Context: an optimization exercise on an open-source flow, tuned for small area, a short achievable clock period and few clock cycles. The choices shown serve that exercise and are no tape-out recipe.
Function was checked by simulation only, so behaviour that the tests miss may differ from the original.
No activity file was given, so power comes from the tool's default toggle rates.

## flow/design.v (module list and top-level ports; edited modules follow where they fit)
// module mac_m1: 2777 lines
// module mac_neg: 19 lines
// module mac_m2: 598 lines
// module unet_dec_top: 294 lines
// module unet_dec: 13 lines
module unet_dec (
    input  logic        clk,
    input  logic        rst,
    input  logic        wb_cyc,
    input  logic        wb_stb,
    input  logic        wb_we,
    input  logic [8:0]  wb_adr,
    input  logic [15:0] wb_dat_w,
    output logic        wb_ack,
    output logic [15:0] wb_dat_r
);
  // ...
==> flow/run.sh <==
#!/bin/bash
# synth_recipe.tcl (not shown) runs the flow's synth.tcl, then flattens the netlist and writes it again
# the make line also repeats each setting of config.mk as NAME=value (left out here)
make -C /OpenROAD-flow-scripts/flow DESIGN_CONFIG=/design/flow/config.mk WORK_HOME=/design/flow/orfs CLKGATE_MAP_FILE= SYNTH_SCRIPT=/design/flow/synth_recipe.tcl finish
==> flow/config.mk <==
export PLATFORM = sky130hd
export DESIGN_NAME = unet_dec
export DESIGN_NICKNAME = unet_dec
export VERILOG_FILES = /design/flow/design.v
export SDC_FILE = /design/flow/constraint.sdc
export NUM_CORES = 4
export LEC_CHECK = 0
export CAP_MARGIN = 20
export CORE_MARGIN = 2
export CORE_UTILIZATION = 40
export SLEW_MARGIN = 20
==> flow/constraint.sdc <==
create_clock -name core_clock -period 8.0 [get_ports {clk}]
set_input_delay 1.6000 -clock core_clock [delete_from_list [all_inputs] [get_ports {clk}]]
set_output_delay 1.6000 -clock core_clock [all_outputs]
set_load 0.01 [all_outputs]
==> flow_summary_export.csv, run 1 <==
group,metric,value,unit
synth,ys_async_sr_fraction,0.5428,%
sta,worst_clock_skew,0.08170,ns
finish,layout.nets,23960,
finish,fin_cells,30720,
finish,num-multi-input-gates,11830,
power,comb_power_share,23.6,%
route,met1_length,391200,um
clock_tree,clock-sinks,6080,
synth,netlist_instances,21750,
floorplanning,ios,47,
global_routing,use_met3,12.32,%
route,via_per_inst,5.853,
global_routing,grt-ovfl-total,0,
power,p_switching,25980,uW
route,drtIter0Drc,28420,
finish,final_cell_mix,"dfxtp_1, inv_1, a22oi_1",
worst_setup_path,crit_start,"u_top.t[0]",
floorplanning,die_h,807.1,um
global_routing,use_met2,43.43,%
route,drt_pass1_iterations,12,
floorplanning,rows,294,
worst_setup_path,crit_buf_inv,2,
min_path,worstHoldPathType,"reg2reg",
global_routing,antenna_found_initial,100,
synth,yosysSeqAreaShare,49.92,%
clock_tree,cts_tree,"done",
sta,worst_pin_slew,1.349,ns
finish,seq_cells,6080,
run_status,outcome,"timing/DRC/antenna clean",
finish,multi_input_area,0.1155,mm^2
clock_tree,htree_levels,6,
placed_design,place_inst,29490,
Testbench counts, summed over its fixed seeds: cycles 11,912.
==> module unet_dec_top, before the edit <==
module unet_dec_top (
    input  logic        clk,
    input  logic        rst,
    input  logic        wb_cyc,
    input  logic        wb_stb,
    input  logic        wb_we,
    input  logic [8:0]  wb_adr,
    input  logic [15:0] wb_dat_w,
    output logic        wb_ack,
    output logic [15:0] wb_dat_r
);
    localparam logic [8:0] ADR_STATUS = 9'h001;
    localparam logic [8:0] OUT_BASE   = 9'h180;
    localparam int OUT_INJ = 21;
    logic [6:0] t;
    always_ff @(posedge clk or posedge rst) begin
        if (rst) t <= '0;
        else     t <= t + 7'd1;
    end
    logic [15:0] xr [32];
    logic [15:0] sr [128];
    logic [15:0] orr[128];
    logic [7:0]  w  [74];
    logic        wq_v;        
    logic        wq_x;        
    logic [6:0]  wq_a;        
    logic [15:0] wq_d;
    logic [6:0]  wq_ent;      
    logic        wq_go;       
    assign wq_ent = t + 7'd1 - wq_a;
    assign wq_go  = wq_v && (wq_ent[2:0] == 3'd0);
    logic req, wr_req, rd_req;
    logic is_x, is_s, is_w, is_xs, is_ctrl;
    logic wr_ok, wr_ack, rd_hit;
    logic busy, done;
    assign req     = wb_cyc && wb_stb;
    assign wr_req  = req && wb_we;
    assign rd_req  = req && !wb_we;
    assign is_x    = wb_adr[8:5] == 4'b0010;
    assign is_s    = wb_adr[8:7] == 2'b01;
    assign is_w    = wb_adr[8:7] == 2'b10 && wb_adr[6:0] < 7'd74;
    assign is_xs   = is_x || is_s;
    assign is_ctrl = wb_adr == 9'h000;
    assign wr_ok   = !is_xs || !wq_v || wq_go;
    assign wr_ack  = wr_req && wr_ok;
    always_ff @(posedge clk or posedge rst) begin
        if (rst) begin
            wq_v <= 1'b0;
        end else if (wr_req && is_xs && wr_ok) begin
            wq_v <= 1'b1;
        end else if (wq_go) begin
            wq_v <= 1'b0;
        end
    end
    always_ff @(posedge clk) begin
        if (wr_req && is_xs && wr_ok) begin
            wq_x <= is_x;
            wq_a <= is_x ? {2'b00, wb_adr[4:0]} : wb_adr[6:0];
            wq_d <= wb_dat_w;
        end
    end
    always_ff @(posedge clk) begin
        if (wr_req && is_w) begin
            w[wb_adr[6:0]] <= wb_dat_w[7:0];
        end
    end
    always_ff @(posedge clk) begin
        for (int i = 0; i < 32; i++) begin
            if (i % 8 == 0 && wq_go && wq_x && wq_ent[4:3] == 2'(i / 8)) begin
                xr[i] <= wq_d;
            end else begin
                xr[i] <= xr[(i + 31) % 32];
            end
        end
        for (int i = 0; i < 128; i++) begin
            if (i % 8 == 0 && wq_go && !wq_x && wq_ent[6:3] == 4'(i / 8)) begin
                sr[i] <= wq_d;
            end else begin
                sr[i] <= sr[(i + 127) % 128];
            end
        end
    end
    logic       pend;         
    logic       run;
    logic [6:0] k;            
    logic       start;
    logic       launch;
    logic       v1, ch1_r, last1_r;
    assign start  = wr_req && is_ctrl && wb_dat_w[0] && !busy;
    assign launch = pend && !wq_v && t[0];    
    always_ff @(posedge clk or posedge rst) begin
        if (rst) begin
            busy    <= 1'b0;
            done    <= 1'b0;
            pend    <= 1'b0;
            run     <= 1'b0;
            k       <= '0;
            v1      <= 1'b0;
            last1_r <= 1'b0;
        end else begin
            if (start) begin
                busy <= 1'b1;
                done <= 1'b0;
                pend <= 1'b1;
            end
            if (launch) begin
                pend <= 1'b0;
                run  <= 1'b1;
                k    <= '0;
            end else if (run) begin
                k <= k + 7'd1;
                if (k == 7'd127) run <= 1'b0;
            end
            v1      <= run;
            last1_r <= run && k == 7'd127;
            if (v1 && last1_r) begin
                busy <= 1'b0;
                done <= 1'b1;
            end
        end
    end
    logic [6:0] un;           
    logic [2:0] rn, cn;
    logic       chn;
    assign un  = t - 7'd17;
    assign rn  = un[6:4];
    assign cn  = un[3:1];
    assign chn = un[0];
    logic [11:0]        ws [2][9];   
    logic [14:0]        we [2][4];   
    logic signed [7:0]  bias_r [2];
    logic [15:0]        xb [4];      
    function automatic logic [14:0] booth(input logic [9:0] v, input int nd);
        logic [10:0] ext;
        booth = '0;
        ext = {v, 1'b0};
        for (int i = 0; i < nd; i++) begin
            logic hi, mid, lo;
            lo  = ext[2 * i];
            mid = ext[2 * i + 1];
            hi  = ext[2 * i + 2];
            booth[3 * i]     = mid ^ lo;
            booth[3 * i + 1] = (hi & !mid & !lo) | (!hi & mid & lo);
            booth[3 * i + 2] = hi;
        end
    endfunction
    always_ff @(posedge clk) begin
        logic signed [7:0] wx [3][3];
        logic [7:0]        wsel;
        logic signed [9:0] cs [3][2];
        logic signed [9:0] es;
        logic [4:0] e0;
        int r0, c0;
        for (int oc = 0; oc < 2; oc++) begin
            for (int kh = 0; kh < 3; kh++) begin
                for (int kw = 0; kw < 3; kw++) begin
                    logic ok;
                    ok = !(kh == 0 && rn == 3'd0) && !(kh == 2 && rn == 3'd7) &&
                         !(kw == 0 && cn == 3'd0) && !(kw == 2 && cn == 3'd7);
                    wsel = ok ? w[((2 + 32'(chn)) * 9 + kh * 3 + kw) * 2 + oc] : 8'd0;
                    ws[oc][kh * 3 + kw] <= 12'(booth({{2{wsel[7]}}, wsel}, 4));
                    wx[kh][kw] = w[(32'(chn) * 9 + kh * 3 + kw) * 2 + oc];
                end
            end
            for (int kh = 0; kh < 3; kh++) begin
                cs[kh][0] = 10'(wx[kh][0]) + (cn[0] ? 10'(wx[kh][1]) : 10'sd0);
                cs[kh][1] = 10'(wx[kh][2]) + (cn[0] ? 10'sd0 : 10'(wx[kh][1]));
            end
            for (int dr = 0; dr < 2; dr++) begin
                for (int dc = 0; dc < 2; dc++) begin
                    logic ok;
                    if (dr == 0) es = cs[0][dc] + (rn[0] ? cs[1][dc] : 10'sd0);
                    else         es = cs[2][dc] + (rn[0] ? 10'sd0 : cs[1][dc]);
                    ok = !(dr == 0 && rn == 3'd0) && !(dr == 1 && rn == 3'd7) &&
                         !(dc == 0 && cn == 3'd0) && !(dc == 1 && cn == 3'd7);
                    we[oc][dr * 2 + dc] <= booth(ok ? es : 10'sd0, 5);
                end
            end
            bias_r[oc] <= chn ? 8'sd0 : w[72 + oc];
        end
        r0 = (int'(rn) - 1) >>> 1;
        c0 = (int'(cn) - 1) >>> 1;
        e0 = 5'(16 * int'(rn) + 2 * int'(cn) + 18 - 8 * r0 - 2 * c0);
        for (int dr = 0; dr < 2; dr++) begin
            for (int dc = 0; dc < 2; dc++) begin
                xb[dr * 2 + dc] <= xr[5'(e0 - 5'(8 * dr + 2 * dc) - 5'd1)];
            end
        end
    end
    logic [15:0] res [2];
    always_ff @(posedge clk) begin
        ch1_r <= t[0];
    end
    for (genvar oc = 0; oc < 2; oc++) begin : g_oc
        logic [152:0] mid, mid_r;
        logic [12:0]  neg, neg_r;
        logic [28:0]  ms, mc;
        logic [28:0]  hold;
        logic [28:0]  tot;
        mac_m1 u_m1 (
            .f0(sr[36]), .w0(ws[oc][0]), .f1(sr[34]), .w1(ws[oc][1]), .f2(sr[32]), .w2(ws[oc][2]),
            .f3(sr[20]), .w3(ws[oc][3]), .f4(sr[18]), .w4(ws[oc][4]), .f5(sr[16]), .w5(ws[oc][5]),
            .f6(sr[4]),  .w6(ws[oc][6]), .f7(sr[2]),  .w7(ws[oc][7]), .f8(sr[0]),  .w8(ws[oc][8]),
            .x0(xb[0]), .e0(we[oc][0]), .x1(xb[1]), .e1(we[oc][1]),
            .x2(xb[2]), .e2(we[oc][2]), .x3(xb[3]), .e3(we[oc][3]),
            .mid(mid)
        );
        mac_neg u_neg (
            .w0(ws[oc][0]), .w1(ws[oc][1]), .w2(ws[oc][2]), .w3(ws[oc][3]), .w4(ws[oc][4]),
            .w5(ws[oc][5]), .w6(ws[oc][6]), .w7(ws[oc][7]), .w8(ws[oc][8]),
            .e0(we[oc][0]), .e1(we[oc][1]), .e2(we[oc][2]), .e3(we[oc][3]),
            .b(bias_r[oc]), .neg(neg)
        );
        always_ff @(posedge clk) begin
            mid_r <= mid;
            neg_r <= neg;
        end
        mac_m2 u_m2 (
            .mid(mid_r), .neg(neg_r), .acc(ch1_r ? hold : 29'd0), .s(ms), .c(mc)
        );
        assign tot = ms + mc;
        always_ff @(posedge clk) begin
            if (!ch1_r) hold <= tot;
        end
        assign res[oc] = tot[28] ? 16'd0 : tot[15:0];
    end
    logic inj;
    assign inj = v1 && ch1_r;
    always_ff @(posedge clk) begin
        for (int i = 0; i < 128; i++) begin
            if (inj && i == OUT_INJ) begin
                orr[i] <= res[0];
            end else if (inj && i == OUT_INJ - 1) begin
                orr[i] <= res[1];
            end else begin
                orr[i] <= orr[(i + 127) % 128];
            end
        end
    end
    logic [8:0]  pa;          
    logic        pv;          
    logic        chain;       
    logic [15:0] pd;
    logic        pst;         
    logic [8:0]  ga;          
    logic [8:0]  fa;          
    logic [15:0] fd;
    logic        follow;
    always_comb begin
        if (pst)                 ga = done ? OUT_BASE : ADR_STATUS;
        else if (pa[8:7] == 2'b11) ga = pa + 9'd1;
        else                     ga = pa;
    end
    assign follow = chain || pst;
    assign fa     = follow ? ga : pa;
    always_comb begin
        logic [6:0] q;
        q  = {fa[5:0], fa[6]};
        fd = (fa[8:7] == 2'b11) ? orr[t - q] : 16'd0;
    end
    assign rd_hit = rd_req && (pv || pst) && wb_adr == pa;
    always_ff @(posedge clk or posedge rst) begin
        if (rst) begin
            pa    <= ADR_STATUS;
            pst   <= 1'b1;
            pv    <= 1'b0;
            chain <= 1'b0;
        end else if (wr_ack) begin
            pa    <= ADR_STATUS;
            pst   <= 1'b1;
            chain <= 1'b0;
        end else if (rd_hit) begin
            pa    <= ga;
            pst   <= ga == ADR_STATUS;
            pv    <= follow;
            chain <= follow;
        end else if (rd_req) begin
            pa    <= wb_adr;
            pst   <= wb_adr == ADR_STATUS;
            pv    <= !follow && wb_adr == pa;
            chain <= 1'b0;
        end else begin
            pv    <= pv || !follow;
            chain <= 1'b0;
        end
    end
    always_ff @(posedge clk) begin
        if (rd_hit == follow) begin
            pd <= fd;
        end
    end
    assign wb_ack   = wr_ack || rd_hit;
    assign wb_dat_r = pst ? {14'd0, done, busy} : pd;
endmodule
==> inputs of run 2 (changes only) <==
--- a/flow/design.v
+++ b/flow/design.v
@@ -3467,17 +3467,29 @@
     logic [15:0] xr [32];
     logic [15:0] sr [128];
     logic [15:0] orr[128];
-    logic [7:0]  w  [74];
+    logic [7:0]  wp0[36];
+    logic [7:0]  wp1[36];
+    logic [7:0]  bias[2];
     logic        wq_v;        
-    logic        wq_x;        
+    logic [1:0]  wq_m;        
     logic [6:0]  wq_a;        
     logic [15:0] wq_d;
     logic [6:0]  wq_ent;      
+    logic [5:0]  wq_j;        
     logic        wq_go;       
+    logic        wq_al;       
     assign wq_ent = t + 7'd1 - wq_a;
-    assign wq_go  = wq_v && (wq_ent[2:0] == 3'd0);
+    assign wq_go  = wq_v && wq_al;
+    always_comb begin
+        int ic, k, oc, tr;
+        ic = int'(wq_a) / 18;
+        k  = (int'(wq_a) % 18) / 2;
+        oc = int'(wq_a) % 2;
+        tr = (ic % 2 == 0) ? oc : 1 - oc;
+        wq_j = 6'(18 * tr + 9 * (ic / 2) + k);
+    end
     logic req, wr_req, rd_req;
-    logic is_x, is_s, is_w, is_xs, is_ctrl;
+    logic is_x, is_s, is_wk, is_b, is_q, is_ctrl;
     logic wr_ok, wr_ack, rd_hit;
     logic busy, done;
     assign req     = wb_cyc && wb_stb;
@@ -3485,42 +3497,57 @@
     assign rd_req  = req && !wb_we;
     assign is_x    = wb_adr[8:5] == 4'b0010;
     assign is_s    = wb_adr[8:7] == 2'b01;
-    assign is_w    = wb_adr[8:7] == 2'b10 && wb_adr[6:0] < 7'd74;
-    assign is_xs   = is_x || is_s;
+    assign is_wk   = wb_adr[8:7] == 2'b10 && wb_adr[6:0] < 7'd72;
+    assign is_b    = wb_adr[8:1] == 8'ha4;     
+    assign is_q    = is_x || is_s || is_wk;
     assign is_ctrl = wb_adr == 9'h000;
-    assign wr_ok   = !is_xs || !wq_v || wq_go;
+    assign wr_ok   = !wq_v || wq_go;
     assign wr_ack  = wr_req && wr_ok;
     always_ff @(posedge clk or posedge rst) begin
         if (rst) begin
             wq_v <= 1'b0;
-        end else if (wr_req && is_xs && wr_ok) begin
+        end else if (wr_req && is_q && wr_ok) begin
             wq_v <= 1'b1;
         end else if (wq_go) begin
             wq_v <= 1'b0;
         end
     end
     always_ff @(posedge clk) begin
-        if (wr_req && is_xs && wr_ok) begin
-            wq_x <= is_x;
-            wq_a <= is_x ? {2'b00, wb_adr[4:0]} : wb_adr[6:0];
+        logic [6:0] na;
+        logic       nm;
+        if (wr_req && is_q && wr_ok) begin
+            na = is_x ? {2'b00, wb_adr[4:0]} : wb_adr[6:0];
+            nm = is_wk;
+            wq_m <= is_x ? 2'd0 : is_s ? 2'd1 : 2'd2;
+            wq_a <= na;
             wq_d <= wb_dat_w;
+        end else begin
+            na = wq_a;
+            nm = wq_m[1];
+        end
+        wq_al <= nm ? !(t[0] ^ na[0]) : ((t + 7'd2 - na) & 7'd7) == 7'd0;
+    end
+    always_ff @(posedge clk) begin
+        if (wr_req && is_b) begin
+            bias[wb_adr[0]] <= wb_dat_w[7:0];
         end
     end
     always_ff @(posedge clk) begin
-        if (wr_req && is_w) begin
-            w[wb_adr[6:0]] <= wb_dat_w[7:0];
+        for (int j = 0; j < 36; j++) begin
+            wp0[j] <= (wq_go && wq_m == 2'd2 && wq_j == 6'(j)) ? wq_d[7:0] : wp1[j];
+            wp1[j] <= wp0[j];
         end
     end
     always_ff @(posedge clk) begin
         for (int i = 0; i < 32; i++) begin
-            if (i % 8 == 0 && wq_go && wq_x && wq_ent[4:3] == 2'(i / 8)) begin
+            if (i % 8 == 0 && wq_go && wq_m == 2'd0 && wq_ent[4:3] == 2'(i / 8)) begin
                 xr[i] <= wq_d;
             end else begin
                 xr[i] <= xr[(i + 31) % 32];
             end
         end
         for (int i = 0; i < 128; i++) begin
-            if (i % 8 == 0 && wq_go && !wq_x && wq_ent[6:3] == 4'(i / 8)) begin
+            if (i % 8 == 0 && wq_go && wq_m == 2'd1 && wq_ent[6:3] == 4'(i / 8)) begin
                 sr[i] <= wq_d;
             end else begin
                 sr[i] <= sr[(i + 127) % 128];
@@ -3577,6 +3604,26 @@
     logic [14:0]        we [2][4];   
     logic signed [7:0]  bias_r [2];
     logic [15:0]        xb [4];      
+    logic [3:0] xi [4];
+    always_ff @(posedge clk) begin
+        logic [6:0] uf;
+        logic [2:0] rf, cf;
+        logic [4:0] e0;
+        int r0, c0;
+        uf = t - 7'd16;               
+        rf = uf[6:4];
+        cf = uf[3:1];
+        r0 = (int'(rf) - 1) >>> 1;
+        c0 = (int'(cf) - 1) >>> 1;
+        e0 = 5'(16 * int'(rf) + 2 * int'(cf) + 18 - 8 * r0 - 2 * c0);
+        for (int dr = 0; dr < 2; dr++) begin
+            for (int dc = 0; dc < 2; dc++) begin
+                logic [4:0] e;
+                e = e0 - 5'(8 * dr + 2 * dc) - 5'd1;
+                xi[dr * 2 + dc] <= e[4:1];
+            end
+        end
+    end
     function automatic logic [14:0] booth(input logic [9:0] v, input int nd);
         logic [10:0] ext;
         booth = '0;
@@ -3596,17 +3643,16 @@
         logic [7:0]        wsel;
         logic signed [9:0] cs [3][2];
         logic signed [9:0] es;
-        logic [4:0] e0;
-        int r0, c0;
-        for (int oc = 0; oc < 2; oc++) begin
+        for (int tr = 0; tr < 2; tr++) begin
             for (int kh = 0; kh < 3; kh++) begin
                 for (int kw = 0; kw < 3; kw++) begin
                     logic ok;
                     ok = !(kh == 0 && rn == 3'd0) && !(kh == 2 && rn == 3'd7) &&
                          !(kw == 0 && cn == 3'd0) && !(kw == 2 && cn == 3'd7);
-                    wsel = ok ? w[((2 + 32'(chn)) * 9 + kh * 3 + kw) * 2 + oc] : 8'd0;
-                    ws[oc][kh * 3 + kw] <= 12'(booth({{2{wsel[7]}}, wsel}, 4));
-                    wx[kh][kw] = w[(32'(chn) * 9 + kh * 3 + kw) * 2 + oc];
+                    wsel = tr == 0 ? wp1[18 * tr + 9 + kh * 3 + kw] : wp0[18 * tr + 9 + kh * 3 + kw];
+                    wsel = ok ? wsel : 8'd0;
+                    ws[tr][kh * 3 + kw] <= 12'(booth({{2{wsel[7]}}, wsel}, 4));
+                    wx[kh][kw] = tr == 0 ? wp1[18 * tr + kh * 3 + kw] : wp0[18 * tr + kh * 3 + kw];
                 end
             end
             for (int kh = 0; kh < 3; kh++) begin
@@ -3620,56 +3666,51 @@
                     else         es = cs[2][dc] + (rn[0] ? 10'sd0 : cs[1][dc]);
                     ok = !(dr == 0 && rn == 3'd0) && !(dr == 1 && rn == 3'd7) &&
                          !(dc == 0 && cn == 3'd0) && !(dc == 1 && cn == 3'd7);
-                    we[oc][dr * 2 + dc] <= booth(ok ? es : 10'sd0, 5);
+                    we[tr][dr * 2 + dc] <= booth(ok ? es : 10'sd0, 5);
                 end
             end
-            bias_r[oc] <= chn ? 8'sd0 : w[72 + oc];
+            bias_r[tr] <= chn ? 8'sd0 : bias[tr];
         end
-        r0 = (int'(rn) - 1) >>> 1;
-        c0 = (int'(cn) - 1) >>> 1;
-        e0 = 5'(16 * int'(rn) + 2 * int'(cn) + 18 - 8 * r0 - 2 * c0);
-        for (int dr = 0; dr < 2; dr++) begin
-            for (int dc = 0; dc < 2; dc++) begin
-                xb[dr * 2 + dc] <= xr[5'(e0 - 5'(8 * dr + 2 * dc) - 5'd1)];
-            end
+        for (int i = 0; i < 4; i++) begin
+            xb[i] <= xr[{xi[i], 1'b1}];
         end
     end
     logic [15:0] res [2];
     always_ff @(posedge clk) begin
         ch1_r <= t[0];
     end
-    for (genvar oc = 0; oc < 2; oc++) begin : g_oc
+    logic [28:0] hold [2];
+    logic [28:0] tot [2];
+    for (genvar tr = 0; tr < 2; tr++) begin : g_tr
         logic [152:0] mid, mid_r;
         logic [12:0]  neg, neg_r;
         logic [28:0]  ms, mc;
-        logic [28:0]  hold;
-        logic [28:0]  tot;
         mac_m1 u_m1 (
-            .f0(sr[36]), .w0(ws[oc][0]), .f1(sr[34]), .w1(ws[oc][1]), .f2(sr[32]), .w2(ws[oc][2]),
-            .f3(sr[20]), .w3(ws[oc][3]), .f4(sr[18]), .w4(ws[oc][4]), .f5(sr[16]), .w5(ws[oc][5]),
-            .f6(sr[4]),  .w6(ws[oc][6]), .f7(sr[2]),  .w7(ws[oc][7]), .f8(sr[0]),  .w8(ws[oc][8]),
-            .x0(xb[0]), .e0(we[oc][0]), .x1(xb[1]), .e1(we[oc][1]),
-            .x2(xb[2]), .e2(we[oc][2]), .x3(xb[3]), .e3(we[oc][3]),
+            .f0(sr[36]), .w0(ws[tr][0]), .f1(sr[34]), .w1(ws[tr][1]), .f2(sr[32]), .w2(ws[tr][2]),
+            .f3(sr[20]), .w3(ws[tr][3]), .f4(sr[18]), .w4(ws[tr][4]), .f5(sr[16]), .w5(ws[tr][5]),
+            .f6(sr[4]),  .w6(ws[tr][6]), .f7(sr[2]),  .w7(ws[tr][7]), .f8(sr[0]),  .w8(ws[tr][8]),
+            .x0(xb[0]), .e0(we[tr][0]), .x1(xb[1]), .e1(we[tr][1]),
+            .x2(xb[2]), .e2(we[tr][2]), .x3(xb[3]), .e3(we[tr][3]),
             .mid(mid)
         );
         mac_neg u_neg (
-            .w0(ws[oc][0]), .w1(ws[oc][1]), .w2(ws[oc][2]), .w3(ws[oc][3]), .w4(ws[oc][4]),
-            .w5(ws[oc][5]), .w6(ws[oc][6]), .w7(ws[oc][7]), .w8(ws[oc][8]),
-            .e0(we[oc][0]), .e1(we[oc][1]), .e2(we[oc][2]), .e3(we[oc][3]),
-            .b(bias_r[oc]), .neg(neg)
+            .w0(ws[tr][0]), .w1(ws[tr][1]), .w2(ws[tr][2]), .w3(ws[tr][3]), .w4(ws[tr][4]),
+            .w5(ws[tr][5]), .w6(ws[tr][6]), .w7(ws[tr][7]), .w8(ws[tr][8]),
+            .e0(we[tr][0]), .e1(we[tr][1]), .e2(we[tr][2]), .e3(we[tr][3]),
+            .b(bias_r[tr]), .neg(neg)
         );
         always_ff @(posedge clk) begin
             mid_r <= mid;
             neg_r <= neg;
         end
         mac_m2 u_m2 (
-            .mid(mid_r), .neg(neg_r), .acc(ch1_r ? hold : 29'd0), .s(ms), .c(mc)
+            .mid(mid_r), .neg(neg_r), .acc(ch1_r ? hold[1 - tr] : 29'd0), .s(ms), .c(mc)
         );
-        assign tot = ms + mc;
+        assign tot[tr] = ms + mc;
         always_ff @(posedge clk) begin
-            if (!ch1_r) hold <= tot;
+            if (!ch1_r) hold[tr] <= tot[tr];
         end
-        assign res[oc] = tot[28] ? 16'd0 : tot[15:0];
+        assign res[1 - tr] = tot[tr][28] ? 16'd0 : tot[tr][15:0];
     end
     logic inj;
     assign inj = v1 && ch1_r;
@@ -3689,46 +3730,66 @@
     logic        chain;       
     logic [15:0] pd;
     logic        pst;         
+    logic        pout;        
+    logic [6:0]  ep, eg;
     logic [8:0]  ga;          
-    logic [8:0]  fa;          
-    logic [15:0] fd;
+    logic        gout;        
     logic        follow;
+    logic [6:0]  fi;
+    logic [15:0] fd;
     always_comb begin
-        if (pst)                 ga = done ? OUT_BASE : ADR_STATUS;
-        else if (pa[8:7] == 2'b11) ga = pa + 9'd1;
-        else                     ga = pa;
+        if (pst)       ga = done ? OUT_BASE : ADR_STATUS;
+        else if (pout) ga = pa + 9'd1;
+        else           ga = pa;
     end
+    assign gout   = pst ? done : (pout && pa[6:0] != 7'h7f);
     assign follow = chain || pst;
-    assign fa     = follow ? ga : pa;
-    always_comb begin
-        logic [6:0] q;
-        q  = {fa[5:0], fa[6]};
-        fd = (fa[8:7] == 2'b11) ? orr[t - q] : 16'd0;
-    end
+    assign fi     = follow ? eg : ep;
+    assign fd     = (follow ? gout : pout) ? orr[fi] : 16'd0;
     assign rd_hit = rd_req && (pv || pst) && wb_adr == pa;
+    function automatic logic [6:0] next_guess_ent(input logic [8:0] x, input logic [6:0] e,
+                                                 input logic [6:0] tn);
+        if (x[5:0] != 6'h3f) next_guess_ent = e - 7'd1;    
+        else                 next_guess_ent = tn - 7'd1;   
+    endfunction
     always_ff @(posedge clk or posedge rst) begin
         if (rst) begin
             pa    <= ADR_STATUS;
             pst   <= 1'b1;
+            pout  <= 1'b0;
             pv    <= 1'b0;
             chain <= 1'b0;
+            ep    <= '0;
+            eg    <= 7'd1;
         end else if (wr_ack) begin
             pa    <= ADR_STATUS;
             pst   <= 1'b1;
+            pout  <= 1'b0;
             chain <= 1'b0;
+            eg    <= t + 7'd1;
         end else if (rd_hit) begin
             pa    <= ga;
-            pst   <= ga == ADR_STATUS;
+            pst   <= pst && !done;
+            pout  <= gout;
             pv    <= follow;
             chain <= follow;
+            ep    <= eg + 7'd1;
+            eg    <= (pst && !done) ? t + 7'd1 : next_guess_ent(ga, eg, t + 7'd1);
         end else if (rd_req) begin
+            logic [6:0] q;
+            q      = {wb_adr[5:0], wb_adr[6]};
             pa    <= wb_adr;
             pst   <= wb_adr == ADR_STATUS;
+            pout  <= wb_adr[8:7] == 2'b11;
             pv    <= !follow && wb_adr == pa;
             chain <= 1'b0;
+            ep    <= t + 7'd1 - q;
+            eg    <= (wb_adr == ADR_STATUS) ? t + 7'd1 : next_guess_ent(wb_adr, t - q, t + 7'd1);
         end else begin
             pv    <= pv || !follow;
             chain <= 1'b0;
+            ep    <= ep + 7'd1;
+            eg    <= eg + 7'd1;
         end
     end
     always_ff @(posedge clk) begin
--- a/flow/config.mk
+++ b/flow/config.mk
@@ -7,5 +7,6 @@
 export LEC_CHECK = 0
 export CAP_MARGIN = 20
 export CORE_MARGIN = 2
-export CORE_UTILIZATION = 40
+export CORE_UTILIZATION = 50
+export SETUP_SLACK_MARGIN = 3.3
 export SLEW_MARGIN = 20
==> flow_summary_export.csv, run 2 <==
group,metric,value,unit
synth,synth_area_leaders,"dfxtp_1, fa_1, a22oi_1, xor2_1, inv_1",
route,drc,0,
clock_tree,ctsRootBufferMaster,"clkbuf_16",
power,pwr-share-seq,36.7,%
clock_tree,clock_path_buffers,4,
worst_setup_path,cp.arrival,6.72,ns
sta,worst_pin_slew,1.348,ns
finish,final_cell_mix,"dfxtp_1, a22oi_1, inv_1",
power,p_switching,30480,uW
sta,setup_tns,0,ns
route,drt_pass1_iterations,7,
worst_setup_path,crit_required,8.97,ns
placed_design,gp_congestion,1.087,
clock_tree,cts_buffers,597,
global_routing,grtUsageTotal,42.83,%
synth,synth_edf_count,112,
floorplanning,initial_core_util,50.11,%
power,p_int,59210,uW
power,switching_share,33.99,%
sta,final_hold_viol_count,0,
synth,synth.distinct_cells,90,
worst_setup_path,r2r-start,"u_top.wq_a[3]",
global_routing,grt_pass1_vias,174100,
sta,fmax,0.1740,GHz
placed_design,dp_hpwl,806500,um
min_path,hp-start,"u_top.orr[126][10]",
clock_tree,clk_pin_slew,0.06,ns
floorplanning,die_w,712.3,um
min_path,worstHoldPathType,"reg2reg",
sta,hold-worst-slack,0.2583,ns
clock_tree,cts_tree,"done",
clock_tree,clock-sinks,6104,
global_routing,antenna_found_initial,150,
synth,yosys.area.top_type,"dfxtp_1",
clock_tree,ctsHoldBuffers,0,
synth,synth_area,0.2509,mm^2
route,wirelength,1122000,um
floorplanning,coreArea,0.5007,mm^2
worst_setup_path,end_kind,"register",
clock_tree,clk_latency,1.18,ns
power,p_per_area,304.2,mW/mm^2
power,ir_drop,1.256,mV
placed_design,portBuffers,46,
route,dr_total_vias,181400,
finish,drive_gt1_share,18.74,%
route,wl_per_cell,38.87,um
power,p_clk_share,33.4,%
sta,slew_headroom,9.799,%
floorplanning,die_h,712.3,um
power,comb_power_share,29.8,%
floorplanning,rows,260,
route,postRouteAntennaNets,0,
synth,yosys_warnings,31,
synth,yosys_register_bits,6104,
sta,setup_viol,0,
job,drv_cap,0,
route,drtIter0Drc,30450,
sta,period_needed,5.748,ns
power,leakage,0.1154,uW
global_routing,grt-ovfl-total,0,
floorplanning,ios,47,
synth,syn_avg_cell_area,11.87,um^2
route,via_per_inst,6.284,
synth,syn_nets,23630,
synth,netlist_instances,21140,
synth,synthTopCellsByCount,"dfxtp_1, a22oi_1, inv_1",
run_status,outcome,"timing/DRC/antenna clean",
finish,fillCellCount,40840,
sta,worst_clock_skew,0.1279,ns
finish,area_growth,17.51,%
worst_setup_path,startpoint_type,"register",
worst_setup_path,path_max_fanout,8,
sta,slew_viol_final,0,
synth,synthFlopType,"dfxtp_1",
worst_setup_path,crit_start,"u_top.wq_a[3]",
sta,rsz0062_at_grt,"yes",
synth,synth.most_common_cell,"dfxtp_1",
finish,final_common_cell,"dfxtp_1",
synth,yosysSeqAreaShare,49.25,%
finish,layout.nets,24050,
global_routing,grt_max_degree,59,
global_routing,grt_pass1_wl,1485000,um
floorplanning,dieArea,0.5074,mm^2
sta,finalCritPeriodShare,71.86,%
worst_setup_path,critPathKind,"reg2reg",
synth,ys_async_sr_fraction,0.7864,%
synth,synth_top_area_share,47.43,%
clock_tree,htree_levels,6,
==> run 2: layout make-up <==
class	count	area [um^2]	share of cell area, %
diodes	122	305.3	0.1036
clock buffers	853	17360	5.889
clock inverters	241	3960	1.343
inverters	2180	8227	2.790
multi-input cells	11390	119800	40.64
flip-flops and latches	6104	124200	42.14
well taps	6681	8359	2.835
repair buffers	1293	12560	4.262
==> run 2: per-layer routing <==
layer	track usage [%]	wire, um	vias to the layer above
li1	-	-	71850
met1	56.40	427900	91110
met2	57.77	438400	14710
met3	18.67	170600	3636
met4	25.61	84180	49
met5	0.4054	716	-
==> run 2: worst paths after layout <==
path / to / slack, ns / depth (start not counted)
hold reg to reg: u_top.orr[127][10] / 0.26 / 0
min in group asynchronous: u_top.pa[2] / 0.92 / 3
hold / removal: u_top.orr[127][10] / 0.26 / 0
setup / recovery: u_top.wp0[9][2] / 2.25 / 22
max in group asynchronous: u_top.t[0] / 6.49 / 3
setup reg to reg: u_top.wp0[9][2] / 2.25 / 22
==> run 2: cell families (layout without fill, tap and decap cells) <==
group                    count (synthesis)  in the layout  synth area share, %
adder cells (fa/ha/maj)               2454           2454                18.39
flip-flops                            6104           6104                49.25
XOR/XNOR                              2258           2258                7.883
multiplexers                           642            642                2.993
AO/OA/AOI/OAI                         3930           3930                11.77
AND/OR/NAND/NOR                       2102           2102                4.220
buffers and inverters                 3653           4567                5.490
other                                    0            122                    0
==> run 2: stage by stage <==
| stage | utilization (%) | instance area [um^2] | setup WS (ns) | cells | total power (uW) |
|---|---|---|---|---|---|
| after floorplan | - | 252100 | 2.607 | 21140 | 42540 |
| after global placement | 52.35 | 262100 | 0.8975 | 27110 | 51430 |
| after detailed placement | 52.36 | 262200 | 0.9826 | 27110 | 51580 |
| after CTS | 57.96 | 290200 | 2.311 | 28540 | 86500 |
| after global routing | 58.84 | 294600 | 2.196 | 28760 | 91670 |
| final | 58.88 | 294800 | 2.252 | 28860 | 89690 |
==> run 2: what timing repair did <==
item,in CTS,in global routing
hold endpoints to repair,0,0
setup endpoints to repair,1002,627
cloned,7,2
gates resized for setup,983,645
pin swaps,330,360
setup buffers,328,200
==> run 2: power groups by stage <==
stage | combinational, uW | clock (uW) | sequential, uW
CTS | 23500 | 30100 | 32900
global placement | 17900 | 0 | 33500
floorplan | 9680 | 0 | 32900
detailed placement | 18000 | 0 | 33500
finish | 26800 | 30000 | 32900
global route | 27300 | 31400 | 32900
==> run 2: worst max-delay path, stage by stage, from the launching register on <==
cell      delay (ns)
edfxtp_1        0.46
nor3_4          0.24
inv_2           0.06
ha_4            0.22
and2b_2         0.26
o21ai_1         0.07
a22o_1          0.26
o31a_1          0.30
nor2_4          0.11
a21boi_4        0.25
mux2i_2         0.26
ha_1            0.29
and2_4          0.18
ha_4            0.22
ha_4            0.16
fa_2            0.57
nand3b_1        0.19
buf_6           0.20
buf_12          0.14
buf_6           0.12
nor3_4          0.47
buf_6           0.24
mux2_4          0.30
Testbench counts of run 2, summed over its fixed seeds: cycles 11,912.

## separate check: timing with driven ports
Ports are ideal in the flow. The routed layouts listed here were re-timed in OpenROAD.
Step 1 (the two cells are an assumption about what drives the block):
set clk [get_ports {clk}]
set_driving_cell -lib_cell sky130_fd_sc_hd__clkbuf_16 $clk
set_driving_cell -lib_cell sky130_fd_sc_hd__buf_2 [delete_from_list [all_inputs] $clk]
Step 2 times the ports against the registers' clock, not the clock port: input delays grow and output delays shrink by t, the midpoint of the rising clock arrivals with the driver on.
a / b / c = no drivers / after step 1 / after step 2; a / b = the first two.
| run | t, ns | setup slack, ns | worst data-port slew with drivers (ns) |
|---|---|---|---|
| run 1 | 1.223 | 0.872 / 0.740 / 0.945 | 0.44 |
| run 2 | 1.260 | 2.252 / 2.252 / 1.902 | 0.06 |
After both steps setup and hold are still met in every run listed. For run 2, which loses most, drivers alone change the setup slack by 0.000 ns; drivers and shift together by -0.350 ns.
